Background: an optimization exercise with open tools, aiming at small area, a short achievable clock period and few clock cycles per item. Do not read the settings as production practice. In this exercise RTL edits were held to simulation tests only and were not proved equivalent to the original. Power and IR drop assume default switching activity.

==> inputs of run a <==
// sliding_window_trend_stats_top
module sliding_window_trend_stats_top (
  input  logic        clk,
  input  logic        rst_n,
  input  logic        in_valid,
  output logic        in_ready,
  input  logic [7:0]  in_sample_temp,
  output logic        out_valid,
  input  logic        out_ready,
  output logic [6:0]  out_fill_count,
  output logic        out_stats_valid,
  output logic [15:0] out_avg_q8,
  output logic [7:0]  out_min_temp,
  output logic [7:0]  out_max_temp,
  output logic signed [16:0] out_slope_q8,
  output logic [15:0] out_pred_q8,
  input  logic        cfg_we,
  input  logic [6:0]  cfg_wdata
);
  localparam int NS = swts_pkg::NumStages;
  logic [6:0] wlen_r, eff_w;
  always_comb begin
    if (wlen_r < 7'd2) eff_w = 7'd2;
    else if (wlen_r > 7'd64) eff_w = 7'd64;
    else eff_w = wlen_r;
  end
  logic ov_r, rc_v, hold_r, adv;
  assign adv = ~rc_v & ~hold_r;
  logic       iv_r;
  logic [7:0] ix_r;
  logic [6:0] ieff_r;
  logic       pok_r;   
  logic       plt_r;   
  logic       pg2_r;   
  logic       pg4_r;   
  logic       acc;
  assign in_ready = ~iv_r | (adv & pok_r);
  assign acc      = in_valid & in_ready;
  logic [511:0] mem_r;
  logic [5:0]   head_r, tail_r;
  logic [6:0]   n_r;
  logic [7:0]   pmin_r, pmax_r;
  logic [63:0]  bmin_r, bmax_r;
  logic op_go, op_pop, op_push, op_slide, op_wr, pop4, pop2;
  assign op_go    = iv_r & adv;
  assign op_pop   = op_go & ~pok_r;
  assign op_push  = op_go & plt_r;
  assign op_slide = op_go & pok_r & ~plt_r;
  assign op_wr    = op_go & pok_r;
  assign pop4     = pg4_r & (tail_r[2:0] <= 3'd4);
  ...
==> flow/config.mk <==
export PLATFORM = sky130hd
export DESIGN_NAME = sliding_window_trend_stats_top
export DESIGN_NICKNAME = sliding_window_trend_stats_top
export VERILOG_FILES = /design/flow/design.v
export SDC_FILE = /design/flow/constraint.sdc
export NUM_CORES = 4
export LEC_CHECK = 0
export CAP_MARGIN = 20
export CORE_MARGIN = 2
export CORE_UTILIZATION = 40
export SLEW_MARGIN = 20
==> flow/constraint.sdc <==
create_clock -name core_clock -period 11.0 [get_ports {clk}]
set_input_delay 2.2000 -clock core_clock [delete_from_list [all_inputs] [get_ports {clk}]]
set_output_delay 2.2000 -clock core_clock [all_outputs]
set_load 0.01 [all_outputs]
standard.sh (not shown) runs the stock make flow with config.mk's settings and CLKGATE_MAP_FILE= SYNTH_SCRIPT=/design/flow/synth_recipe.tcl, a recipe that flattens the netlist after the stock synthesis.
==> flow/flow/run.sh <==
#!/bin/bash
set -euo pipefail
MARGIN=${SWTS_SETUP_MARGIN:-7.0}
bash standard.sh synth > synth.log 2>&1
bash standard.sh SETUP_SLACK_MARGIN=$MARGIN finish > layout.log 2>&1
==> inputs of run b, as changes to run a <==
--- a/flow/design.v
+++ b/flow/design.v
@@ -295,19 +295,23 @@
     else if (wlen_r > 7'd64) eff_w = 7'd64;
     else eff_w = wlen_r;
   end
   logic ov_r, rc_v, hold_r, adv;
   assign adv = ~rc_v & ~hold_r;
+  logic       out_free, deliver, recirc;
+  logic [3:0] cnt_r;
+  logic [4:0] tcnt_r, tcnt_nx;
   logic       iv_r;
   logic [7:0] ix_r;
   logic [6:0] ieff_r;
   logic       pok_r;   
   logic       plt_r;   
   logic       pg2_r;   
   logic       pg4_r;   
   logic       acc;
-  assign in_ready = ~iv_r | (adv & pok_r);
+  logic       in_ready_r;   
+  assign in_ready = in_ready_r;
   assign acc      = in_valid & in_ready;
   logic [511:0] mem_r;
   logic [5:0]   head_r, tail_r;
   logic [6:0]   n_r;
   logic [7:0]   pmin_r, pmax_r;
@@ -351,17 +355,19 @@
   assign a3  = blk[3'(tail_r[2:0] + 3'd3)*8 +: 8];
   always_ff @(posedge clk) begin
     if (!rst_n) begin
       wlen_r <= 7'(swts_pkg::CfgReset);
       iv_r   <= 1'b0;
+      in_ready_r <= 1'b1;
       head_r <= '0;
       tail_r <= '0;
       n_r    <= '0;
     end else begin
       if (cfg_we) wlen_r <= cfg_wdata;
       if (acc) iv_r <= 1'b1;
       else if (op_wr) iv_r <= 1'b0;
+      in_ready_r <= ~(acc | (iv_r & ~op_wr)) | (~recirc & (tcnt_nx == 5'd0) & (acc ? fl_new[3] : fl_old[3]));
       if (op_wr) head_r <= head_r + 6'd1;
       if (op_pop) tail_r <= tail_r + {3'd0, kdrop};
       else if (op_slide) tail_r <= tail_r + 6'd1;
       n_r <= n_nx;
     end
@@ -641,13 +647,10 @@
     );
   end
   assign pl = pbv[NS*PW +: PW];
   logic [72:0] res, out_r;
   assign res = {pl.n, pl.n >= 7'd2, pl.avg, pl.mn, pl.mx, pl.slope, pl.pred};
-  logic       out_free, deliver, recirc;
-  logic [3:0] cnt_r;
-  logic [4:0] tcnt_r, tcnt_nx;
   assign out_free = ~ov_r | out_ready;
   assign deliver  = pl.v & out_free & (cnt_r == 4'd0);
   assign recirc   = pl.v & ~deliver;
   assign tcnt_nx  = tcnt_r + {4'd0, recirc & ~pl.tag} - {4'd0, deliver & pl.tag};
   always_ff @(posedge clk) begin
==> flow/flow/run.sh (replaced) <==
#!/bin/bash
set -euo pipefail
MARGIN=${SWTS_SETUP_MARGIN:-7.5}
bash standard.sh synth > synth.log 2>&1
bash standard.sh SETUP_SLACK_MARGIN=$MARGIN finish > layout.log 2>&1
--- a/flow/config.mk
+++ b/flow/config.mk
@@ -6,6 +6,8 @@
 export NUM_CORES = 4
 export LEC_CHECK = 0
 export CAP_MARGIN = 20
 export CORE_MARGIN = 2
 export CORE_UTILIZATION = 40
+export CTS_CLUSTER_DIAMETER = 100
+export CTS_CLUSTER_SIZE = 24
 export SLEW_MARGIN = 20
==> inputs of run c, as changes to run a <==
--- a/flow/design.v
+++ b/flow/design.v
@@ -5,11 +5,10 @@
   localparam int CfgReset     = 10;
   localparam int PredMax      = 110;
   localparam int NumStages = 16;
   typedef struct packed {
     logic               v;
-    logic               tag;   
     logic [6:0]         n;
     logic [7:0]         x;
     logic [7:0]         mn, mx;
     logic [13:0]        s;
     logic signed [18:0] t;
@@ -27,11 +26,11 @@
     logic signed [24:0] f;
     logic [15:0]        avg;
     logic signed [16:0] slope;
     logic [15:0]        pred;
   } pay_t;
-  localparam int PayW = 281;   
+  localparam int PayW = 280;   
   function automatic logic [15:0] dtab(input logic [6:0] n);
     case (n)
       7'd2: dtab = 16'd1;
       7'd3: dtab = 16'd4;
       7'd4: dtab = 16'd10;
@@ -293,12 +292,12 @@
   always_comb begin
     if (wlen_r < 7'd2) eff_w = 7'd2;
     else if (wlen_r > 7'd64) eff_w = 7'd64;
     else eff_w = wlen_r;
   end
-  logic ov_r, rc_v, hold_r, adv;
-  assign adv = ~rc_v & ~hold_r;
+  logic ov_r, sv_r, adv;
+  assign adv = ~sv_r;
   logic       iv_r;
   logic [7:0] ix_r;
   logic [6:0] ieff_r;
   logic       pok_r;   
   logic       plt_r;   
@@ -620,65 +619,47 @@
     max_tree = {swts_pkg::max8(a0, a1), swts_pkg::max8(a2, a3)};
   endfunction
   swts_pkg::pay_t pin;
   always_comb begin
     pin    = '0;
-    pin.v  = r4v & adv;
+    pin.v  = r4v;
     pin.n  = r4n;
     pin.x  = r4x;
     pin.mn = r4mn;
     pin.mx = r4mx;
     pin.s  = s_r;
     pin.t  = t_r;
   end
   localparam int PW = swts_pkg::PayW;
   logic [(NS+1)*PW-1:0] pbv;
-  swts_pkg::pay_t pl, rc, p0;
-  assign p0 = rc_v ? rc : pin;
-  assign pbv[PW-1:0] = p0;
+  swts_pkg::pay_t pl;
+  assign pbv[PW-1:0] = pin;
   for (genvar s = 0; s < NS; s++) begin : g_st
     swts_div_stage #(.S(s), .REG(s < NS - 1)) u_st (
-      .clk(clk), .rst_n(rst_n), .d_i(pbv[s*PW +: PW]), .q_o(pbv[(s+1)*PW +: PW])
+      .clk(clk), .rst_n(rst_n), .en(adv), .d_i(pbv[s*PW +: PW]), .q_o(pbv[(s+1)*PW +: PW])
     );
   end
   assign pl = pbv[NS*PW +: PW];
-  logic [72:0] res, out_r;
+  logic [72:0] res, out_r, skid_r;
   assign res = {pl.n, pl.n >= 7'd2, pl.avg, pl.mn, pl.mx, pl.slope, pl.pred};
-  logic       out_free, deliver, recirc;
-  logic [3:0] cnt_r;
-  logic [4:0] tcnt_r, tcnt_nx;
-  assign out_free = ~ov_r | out_ready;
-  assign deliver  = pl.v & out_free & (cnt_r == 4'd0);
-  assign recirc   = pl.v & ~deliver;
-  assign tcnt_nx  = tcnt_r + {4'd0, recirc & ~pl.tag} - {4'd0, deliver & pl.tag};
+  logic inc, out_en;
+  assign inc    = adv & pl.v;
+  assign out_en = ~ov_r | out_ready;
   always_ff @(posedge clk) begin
     if (!rst_n) begin
-      ov_r   <= 1'b0;
-      rc_v   <= 1'b0;
-      cnt_r  <= '0;
-      tcnt_r <= '0;
-      hold_r <= 1'b0;
+      ov_r <= 1'b0;
+      sv_r <= 1'b0;
+    end else if (sv_r) begin
+      if (out_en) sv_r <= 1'b0;
     end else begin
-      if (out_free) ov_r <= deliver;
-      rc_v <= recirc;
-      if (recirc && cnt_r == 4'd0) cnt_r <= 4'(NS - 1);
-      else if (cnt_r != 4'd0) cnt_r <= cnt_r - 4'd1;
-      tcnt_r <= tcnt_nx;
-      hold_r <= tcnt_nx != 5'd0;
+      if (out_en) ov_r <= inc;
+      else if (inc) sv_r <= 1'b1;
     end
   end
   always_ff @(posedge clk) begin
-    if (out_free) out_r <= res;
-    rc     <= '0;
-    rc.v   <= 1'b1;
-    rc.tag <= 1'b1;
-    rc.n   <= pl.n;
-    rc.x   <= pl.x;
-    rc.mn  <= pl.mn;
-    rc.mx  <= pl.mx;
-    rc.s   <= pl.s;
-    rc.t   <= pl.t;
+    if (out_en) out_r <= sv_r ? skid_r : res;
+    if (!sv_r && !out_en) skid_r <= res;
   end
   assign out_valid = ov_r;
   assign {out_fill_count, out_stats_valid, out_avg_q8, out_min_temp, out_max_temp, out_slope_q8,
           out_pred_q8} = out_r;
 endmodule
@@ -686,18 +667,19 @@
   parameter int S   = 0,
   parameter bit REG = 1
 ) (
   input  logic           clk,
   input  logic           rst_n,
+  input  logic           en,
   input  swts_pkg::pay_t d_i,
   output swts_pkg::pay_t q_o
 );
   swts_pkg::pay_t c;
   assign c = swts_pkg::ustep(d_i, S);
   if (REG) begin : g_reg
     always_ff @(posedge clk) begin
-      q_o <= c;
+      if (en) q_o <= c;
       if (!rst_n) q_o.v <= 1'b0;
     end
   end else begin : g_comb
     assign q_o = c;
   end
==> flow/run.sh (new file) <==
#!/bin/bash
# synth_recipe.tcl (not shown) runs the flow's synth.tcl, then flattens the netlist and writes it again
# the make line also repeats each setting of config.mk as NAME=value (left out here)
make -C /OpenROAD-flow-scripts/flow DESIGN_CONFIG=/design/flow/config.mk WORK_HOME=/design/flow/orfs CLKGATE_MAP_FILE= SYNTH_SCRIPT=/design/flow/synth_recipe.tcl finish
removed: flow/flow/run.sh
removed: flow/standard.sh
==> run notes <==
quantity	run c	run b	run a
Place WS	6000 ps	5830 ps	5990 ps
Wire length of the first global-routing pass	573000 um	554000 um	563000 um
Max Clk Rate	189 MHz	265 MHz	243 MHz
Highest fanout seen on the critical path	4	8	8
Setup slack of the critical path after layout	5710 ps	7220 ps	6880 ps
Kind of critical path	reg2out	reg2reg	reg2out
Most used standard cell by instance count after synthesis	sky130_fd_sc_hd__edfxtp_1	sky130_fd_sc_hd__dfxtp_1	sky130_fd_sc_hd__dfxtp_1
Total clock buffers created by CTS	333	178	356
Tmin final	5290 ps	3780 ps	4120 ps
Pin count of the biggest net entering global routing	192	84	77
Internal power summed over all cells	31000 uW	29300 uW	31900 uW
Switching pwr	17000 uW	18100 uW	17800 uW
Antenna violations before repair	9	15	33
Synth Area in Compound Gates	11.0%	12.5%	12.2%
Result of the run	timing/DRC/antenna clean	timing/DRC/antenna clean	timing/DRC/antenna clean
Required time reported for the critical path endpoint	8800 ps	11680 ps	8800 ps
Combinational share of power	40.3%	47.9%	40.8%
Critical path's largest stage delay	890 ps	520 ps	320 ps
Testbench counts of run a, summed over its fixed seeds: cycles 3,338, items 2,560.
Testbench counts of run b, summed over its fixed seeds: cycles 3,338, items 2,560.
Testbench counts of run c, summed over its fixed seeds: cycles 3,338, items 2,560.

==> port drivers added, routing unchanged <==
No port has a modelled driver above. Below, the same layouts with a new extraction and two added sets of constraints. Step 1 (the two cells are an assumption about what drives the block):
set clk [get_ports {clk}]
set_driving_cell -lib_cell sky130_fd_sc_hd__clkbuf_16 $clk
set_driving_cell -lib_cell sky130_fd_sc_hd__buf_2 [delete_from_list [all_inputs] $clk]
Step 2 adds t to the input delays and takes it off the output delays; t is the mean of the earliest and latest rising clock arrival at the registers after step 1. Input paths then give back, and output paths get back, about the clock's delay inside the block. a / b / c = ideal / step 1 / step 2; a / b = the first two.
run | t, ns | setup slack, ns | worst hold slack (ns) | slew at the worst register clock pin (ns) | worst slew at a driven data input, ns
run a | 1.028 | 6.877 / 6.771 / 6.077 | 0.266 / 0.266 / 0.266 | 0.07 / 0.07 | 0.29
run b | 1.008 | 7.224 / 7.161 / 6.604 | 0.278 / 0.278 / 0.278 | 0.11 / 0.11 | 0.06
run c | 1.059 | 5.712 / 5.600 / 5.968 | 0.396 / 0.396 / 0.396 | 0.06 / 0.06 | 0.08
After both steps setup and hold are still met in every run listed. For run a, which loses most, drivers alone change the setup slack by -0.106 ns; drivers and shift together by -0.800 ns.
